Context: an optimization exercise on an open-source flow, tuned for small area and a short achievable clock period. The choices shown serve that exercise and are no tape-out recipe.
The RTL was checked by simulation tests, not by an equivalence proof against the original design.
No activity file was given, so power comes from the tool's default toggle rates.

Setup of run A:
==> flow/design.v <==
package conv_pkg;
  function automatic integer sq(input integer n);
    sq = n * n;
  endfunction
  function automatic integer nbits(input integer n);
    nbits = $clog2(n + 1);
  endfunction
  localparam int K_DIM  = 3;
  localparam int I_DIM  = 8;
  localparam int M_BITS = 16;
  localparam int O_DIM  = K_DIM + I_DIM - 1;
  localparam int O_SIZE = sq(O_DIM);
  localparam int O_BITS = nbits(O_DIM);
  localparam int A_BITS = nbits(O_SIZE);
  typedef enum logic [0:0] {FILL, DRAIN} out_state_t;
  typedef logic [A_BITS-1:0] addr_t;
  typedef logic [M_BITS-1:0] word_t;
  typedef logic [O_BITS-1:0] coord_t;
endpackage
module out_frame_buf (
  input  logic  clk,
  input  logic  clr,
  input  logic [conv_pkg::O_SIZE-1:0] we,
  input  conv_pkg::word_t wdata,
  input  logic [conv_pkg::O_DIM-1:0]  rrow,
  input  logic [conv_pkg::O_DIM-1:0]  rcol,
  output conv_pkg::word_t rdata,
  output logic  rvalid
);
  localparam int N = conv_pkg::O_DIM;
  conv_pkg::word_t             mem [0:conv_pkg::O_SIZE-1];
  logic [conv_pkg::O_SIZE-1:0] written;
  always_ff @(posedge clk) begin
    for (int s = 0; s < conv_pkg::O_SIZE; s++)
      if (we[s]) mem[s] <= wdata;
  end
  always_ff @(posedge clk) begin
    if (clr) written <= '0;
    else     written <= written | we;
  end
  conv_pkg::word_t row_data [0:N-1];
  logic [N-1:0]    row_valid;
  always_comb begin
    for (int r = 0; r < N; r++) begin
      row_data[r]  = '0;
      row_valid[r] = 1'b0;
      for (int c = 0; c < N; c++) begin
        row_data[r]  = row_data[r]  | (mem[r*N+c] & {conv_pkg::M_BITS{rcol[c]}});
        row_valid[r] = row_valid[r] | (written[r*N+c] & rcol[c]);
      end
    end
    rdata  = '0;
    rvalid = 1'b0;
    for (int r = 0; r < N; r++) begin
      rdata  = rdata  | (row_data[r] & {conv_pkg::M_BITS{rrow[r]}});
      rvalid = rvalid | (row_valid[r] & rrow[r]);
    end
  end
endmodule
module conv_out_ctrl (
  input  logic                clk,
  input  logic                rst,
  input  logic [conv_pkg::M_BITS-1:0] in_data,
  input  logic [2*conv_pkg::O_BITS-1:0] in_user,
  input  logic                in_last,
  input  logic                in_valid,
  output logic                in_ready,
  output logic [conv_pkg::M_BITS-1:0] out_data,
  output logic                out_last,
  output logic                out_valid,
  input  logic                out_ready,
  output logic                err_range,
  output logic                err_miss
);
  localparam int N = conv_pkg::O_DIM;
  logic            drain_q;       
  logic [N-1:0]    rrow_q;        
  logic [N-1:0]    rcol_q;        
  logic            last_q;        
  logic            shown_valid_q; 
  conv_pkg::word_t dout_q;        
  conv_pkg::coord_t row, col;
  logic [N-1:0]    wrow, wcol;
  logic            acc, in_range;
  logic [conv_pkg::O_SIZE-1:0] we;
  conv_pkg::word_t rdata;
  logic            rvalid;
  logic            hs_out, done, advance;
  assign row = in_user[2*conv_pkg::O_BITS-1:conv_pkg::O_BITS];
  assign col = in_user[conv_pkg::O_BITS-1:0];
  assign acc = in_valid && !drain_q;
  always_comb begin
    for (int i = 0; i < N; i++) begin
      wrow[i] = acc && (row == conv_pkg::coord_t'(i));
      wcol[i] = (col == conv_pkg::coord_t'(i));
    end
    for (int r = 0; r < N; r++)
      for (int c = 0; c < N; c++)
        we[r*N+c] = wrow[r] && wcol[c];
  end
  assign in_range = (row < conv_pkg::coord_t'(N)) && (col < conv_pkg::coord_t'(N));
  assign hs_out  = drain_q && out_ready;
  assign done    = hs_out && last_q;
  assign advance = (acc && in_last) || hs_out;
  out_frame_buf u_buf (
    .clk    (clk),
    .clr    (rst || done),
    .we     (we),
    .wdata  (in_data),
    .rrow   (rrow_q),
    .rcol   (rcol_q),
    .rdata  (rdata),
    .rvalid (rvalid)
  );
  always_ff @(posedge clk) begin
    if (rst || done) begin
      drain_q <= 1'b0;
      rrow_q  <= {{(N-1){1'b0}}, 1'b1};
      rcol_q  <= {{(N-1){1'b0}}, 1'b1};
    end else begin
      if (acc && in_last) drain_q <= 1'b1;
      if (advance) begin
        rcol_q <= {rcol_q[N-2:0], rcol_q[N-1]};
        if (rcol_q[N-1]) rrow_q <= {rrow_q[N-2:0], rrow_q[N-1]};
      end
    end
  end
  always_ff @(posedge clk) begin
    if (!drain_q || out_ready) begin
      dout_q        <= we[0] ? in_data : (rvalid ? rdata : '0);
      shown_valid_q <= we[0] || rvalid;
      last_q        <= drain_q && rrow_q[N-1] && rcol_q[N-1];
    end
  end
  assign in_ready  = !drain_q;
  assign out_valid = drain_q;
  assign out_data  = dout_q;
  assign out_last  = last_q;
  always_ff @(posedge clk) begin
    if (rst) begin
      err_range <= 1'b0;
      err_miss  <= 1'b0;
    end else begin
      if (acc && !in_range)
        err_range <= 1'b1;
      if (hs_out && !shown_valid_q)
        err_miss <= 1'b1;
    end
  end
endmodule
Settings: LEC_CHECK=0, ABC_CLOCK_PERIOD_IN_PS=2500, CAP_MARGIN=20, CORE_MARGIN=2, CORE_UTILIZATION=60, SETUP_SLACK_MARGIN=2.5, SLEW_MARGIN=20; clock period 5.5 ns.
run.sh (not shown) runs the stock make flow with config.mk's settings and CLKGATE_MAP_FILE= SYNTH_SCRIPT=/design/flow/synth_recipe.tcl, a recipe that flattens the netlist after the stock synthesis.
Setup changes, run A to run B
Settings: setting CTS_CLUSTER_SIZE to 25 for the first time; changing SLEW_MARGIN from 20 to 60; changing CORE_UTILIZATION from 60 to 75.
==> comparison <==
- Compared run A against run B; clock power share within noise.
- Run B vs run A on area growth from synthesis to final layout: run B is the lower one.
- The worst slack on hold paths of run B and that of run A are within noise of each other.
- Higher worst ir drop on vdd was reported by run B, not run A.
- Global-route usage over all layers in run B vs run A: up 7.4 points
- As far as leftover overflow at the end of global routing goes, run B and run A are indistinguishable; the numbers are identical.
For run C, these inputs were changed with respect to run B:
Settings: CTS_CLUSTER_SIZE removed (was 25); ABC_CLOCK_PERIOD_IN_PS removed (was 2500); CORE_UTILIZATION changed from 75 to 40; SETUP_SLACK_MARGIN changed from 2.5 to 3.0; SLEW_MARGIN changed from 60 to 20.
==> comparison <==
Run B completed every stage of the flow, and the final layout passed the timing, DRC and antenna checks.
Run C completed; timing, DRC and antenna clean
The row count reported for run C is greater than that of run B by 40.
Changes observed in run C relative to run B: maximum clock rate down 0.015 GHz, combinational share of power up 0.2 points, first-iteration DRC count down 2452.
Across both runs, area growth from synthesis to final layout was higher for run C than for run B.
Comparing run B and run C, the lower fraction of area in non-clock buffers was measured on run B.
Proportion of power drawn by the clock network, run B and run C: higher on run C
Setup slack in run C is smaller than in run B.
Against run B, run C comes in 28 points lower on met2 usage.
[inputs] run D vs run C
Settings: swapping 40 for 60 in CORE_UTILIZATION.
==> comparison <==
Summary of the comparison: number of core rows is lower in run D, relative to run C.
Multi-input gate share of the layout cell area ends up higher on run D.
Taking run C as the reference point, the die area of run D falls by 33%.
Final critical-path setup slack (run D over run C): increase, 260 ps
Status: clock latency at the later pin of the worst-skew pair parity (run C, run D)
In the metrics for run D and run C, the one carrying the lower number of standard cells in the layout, taps in and fillers out is run D.
Number of DRC violations after detailed-routing iteration 0 ends up higher on run D.
Sequential share of layout area: run D vs run C up 0.27 points

==> static timing again, ports no longer ideal <==
In the flow no input, the clock included, has a driving cell. The finished layouts below were timed again as built, in two steps. Step 1: set_driving_cell puts a clkbuf_16 on clk and a buf_2 on each other input, an assumption about the parent block. Step 2 times the ports against the registers' clock, not the clock port: input delays grow and output delays shrink by t, the midpoint of the rising clock arrivals with the driver on. Slacks: no drivers / after step 1 / after step 2; pairs: no drivers / after step 1.
run | shift t [ns] | setup slack, ns | worst data-port slew with drivers (ns)
run A | 0.838 | 2.387 / 2.387 / 1.695 | 0.10
run B | 0.832 | 2.312 / 2.361 / 1.530 | 0.11
run C | 0.853 | 2.149 / 2.149 / 1.876 | 0.22
run D | 0.844 | 2.414 / 2.414 / 2.131 | 0.09
After both steps setup and hold are still met in every run listed. For run B, which loses most, drivers alone change the setup slack by +0.049 ns; drivers and shift together by -0.782 ns.
